Background: an optimization exercise with open tools, aiming at small area. Do not read the settings as production practice. Function was checked by simulation only, so behaviour that the tests miss may differ from the original. No driver is modelled on the clock port, so clocking that relies on it looks cheaper here than on a real chip. Power is estimated from default activity; no workload was simulated.

==> flow/design.v (excerpt) <==
module mips_register_file #(
    parameter int DATA_WIDTH = 32,
    parameter int ADDR_WIDTH = 5
) (
    input  logic                  clk,
    input  logic                  rst_n,
    input  logic [ADDR_WIDTH-1:0] rs,
    input  logic [ADDR_WIDTH-1:0] rt,
    input  logic [ADDR_WIDTH-1:0] rd,
    input  logic                  regWrite,
    input  logic [DATA_WIDTH-1:0] writeData,
    output logic [DATA_WIDTH-1:0] readData1,
    output logic [DATA_WIDTH-1:0] readData2
);
clock: 8.0 ns
lec_check: 0
cap_margin: 20
core_margin: 2
core_utilization: 40
slew_margin: 20
synth_hierarchical: 1
synth_minimum_keep_size: 0
standard.sh (not shown) runs the stock make flow with config.mk's settings and CLKGATE_MAP_FILE= SYNTH_SCRIPT=/design/flow/synth_recipe.tcl, a recipe that flattens the netlist after the stock synthesis.
==> flow/flow/run.sh <==
#!/bin/bash
# The standard layout, with three changes: port buffers are the smallest buffer cell; clock
# tree synthesis uses clkbuf_8 buffers, clusters up to 17 sinks within 80 um and inserts no
# dummy loads; and after clock tree synthesis, combinational cells that placement-time repair
# sized up are sized back down wherever slews stay under 1.0 ns and setup slack over 1 ns.
set -euo pipefail
export BUFFER_PORTS_ARGS="-buffer_cell sky130_fd_sc_hd__buf_1"
export CTS_ARGS="-sink_clustering_enable -repair_clock_nets -sink_clustering_size 17 -sink_clustering_max_diameter 80 -buf_list sky130_fd_sc_hd__clkbuf_8 -dont_use_dummy_load"
bash standard.sh cts > standard_cts.log 2>&1
R=orfs/results/sky130hd/mips_register_file/base
cp $R/4_cts.odb $R/4_cts_before_downsize.odb
ODB=$R/4_cts_before_downsize.odb SDC=$R/4_cts.sdc OUT=$R/4_cts.odb SLEW_LIM=1.0 SETUP_LIM=1.0 \
  openroad -threads ${NUM_CORES:-4} -no_init -exit flow/downsize.tcl > downsize.log 2>&1
touch $R/4_cts.odb
bash standard.sh finish > standard.log 2>&1
==> flow/flow/downsize.tcl <==
# Downsize combinational cells whose output load is light, keeping slews and slack safe.
read_liberty $::env(FLOW_HOME)/platforms/sky130hd/lib/sky130_fd_sc_hd__tt_025C_1v80.lib
read_db $::env(ODB)
read_sdc $::env(SDC)
source $::env(FLOW_HOME)/platforms/sky130hd/setRC.tcl
estimate_parasitics -placement
set lib [lindex [get_libs *] 0]
proc area {} { return [sta::format_area [rsz::design_area] 0] }
puts "D: before area [area] slewv [sta::max_slew_violation_count] capv [sta::max_capacitance_violation_count] setup [worst_slack -max] hold [worst_slack -min]"
set n 0
foreach oi [[ord::get_db_block] getInsts] {
  set m [[$oi getMaster] getName]
  set inst [get_cells [$oi getName]]
  if {![regexp {^(sky130_fd_sc_hd__[a-z0-9]+)_([0-9]+)$} $m -> base sz]} continue
  if {$sz <= 1} continue
  if {[regexp {clkbuf|clkinv|df|edf|tap|fill|decap|conb|diode|dly} $base]} continue
  set cands {}
  foreach s {0 1 2 4} { if {$s < $sz && [llength [get_lib_cells -quiet */${base}_$s]]} { lappend cands ${base}_$s } }
  foreach c $cands {
    set name [$oi getName]
    replace_cell $name $c
    set ok 1
    foreach p [get_pins -of_objects $inst -filter "direction==output"] {
      set net [get_nets -of_objects $p]
      foreach q [concat $p [get_pins -of_objects $net -filter "direction==input"]] {
        foreach e {rise fall} { if {[get_property $q slew_max_$e] > $::env(SLEW_LIM)} { set ok 0 } }
      }
    }
    if {$ok && ([sta::max_slew_violation_count] > 0 || [sta::max_capacitance_violation_count] > 0 || [worst_slack -max] < $::env(SETUP_LIM))} { set ok 0 }
    if {$ok} { puts "D: $name $m -> $c"; incr n; break } else { replace_cell $name $m }
  }
}
puts "D: after area [area] slewv [sta::max_slew_violation_count] capv [sta::max_capacitance_violation_count] setup [worst_slack -max] hold [worst_slack -min] changed $n"
if {[info exists ::env(OUT)]} { write_db $::env(OUT) }
The starting point finished with timing, DRC and antenna clean.
==> next run, changes <==
--- a/flow/flow/run.sh
+++ b/flow/flow/run.sh
@@ -4,3 +4,3 @@
 # dummy loads; and after clock tree synthesis, combinational cells that placement-time repair
-# sized up are sized back down wherever slews stay under 1.0 ns and setup slack over 1 ns.
+# sized up are sized back down wherever slews stay under 0.8 ns and setup slack over 1 ns.
 set -euo pipefail
@@ -11,3 +11,3 @@
 cp $R/4_cts.odb $R/4_cts_before_downsize.odb
-ODB=$R/4_cts_before_downsize.odb SDC=$R/4_cts.sdc OUT=$R/4_cts.odb SLEW_LIM=1.0 SETUP_LIM=1.0 \
+ODB=$R/4_cts_before_downsize.odb SDC=$R/4_cts.sdc OUT=$R/4_cts.odb SLEW_LIM=0.8 SETUP_LIM=1.0 \
   openroad -threads ${NUM_CORES:-4} -no_init -exit flow/downsize.tcl > downsize.log 2>&1
=>
- power is about the same
- final cell count barely changes
- core utilization shrinks by 0.19 points
- critical path depth is unchanged
- worst setup slack gains 0.0089 ns
- count of clock-buffer cells in the layout does not change

==> what the ideal ports hide <==
Ports are ideal in the flow. The routed layouts listed here were re-timed in OpenROAD. Step 1 (the two cells are an assumption about what drives the block):
set clk [get_ports {clk}]
set_driving_cell -lib_cell sky130_fd_sc_hd__clkbuf_16 $clk
set_driving_cell -lib_cell sky130_fd_sc_hd__buf_2 [delete_from_list [all_inputs] $clk]
Step 2, shift: input delay + t, output delay - t, t = (earliest + latest rising clock arrival at the registers) / 2. This alone moves slack from input paths to output paths. Three values: no drivers, after step 1, after step 2; two values: the first two.
run | shift t [ns] | setup WS [ns] | worst setup path at the end
the first run | 0.781 | 1.642 / 1.613 / 1.613 | input to output
the second run | 0.780 | 1.651 / 1.621 / 1.621 | input to output
After both steps setup and hold are still met in every run listed. The setup slack of the second run, which loses most, moves by -0.030 ns with the drivers and by -0.030 ns with both steps.
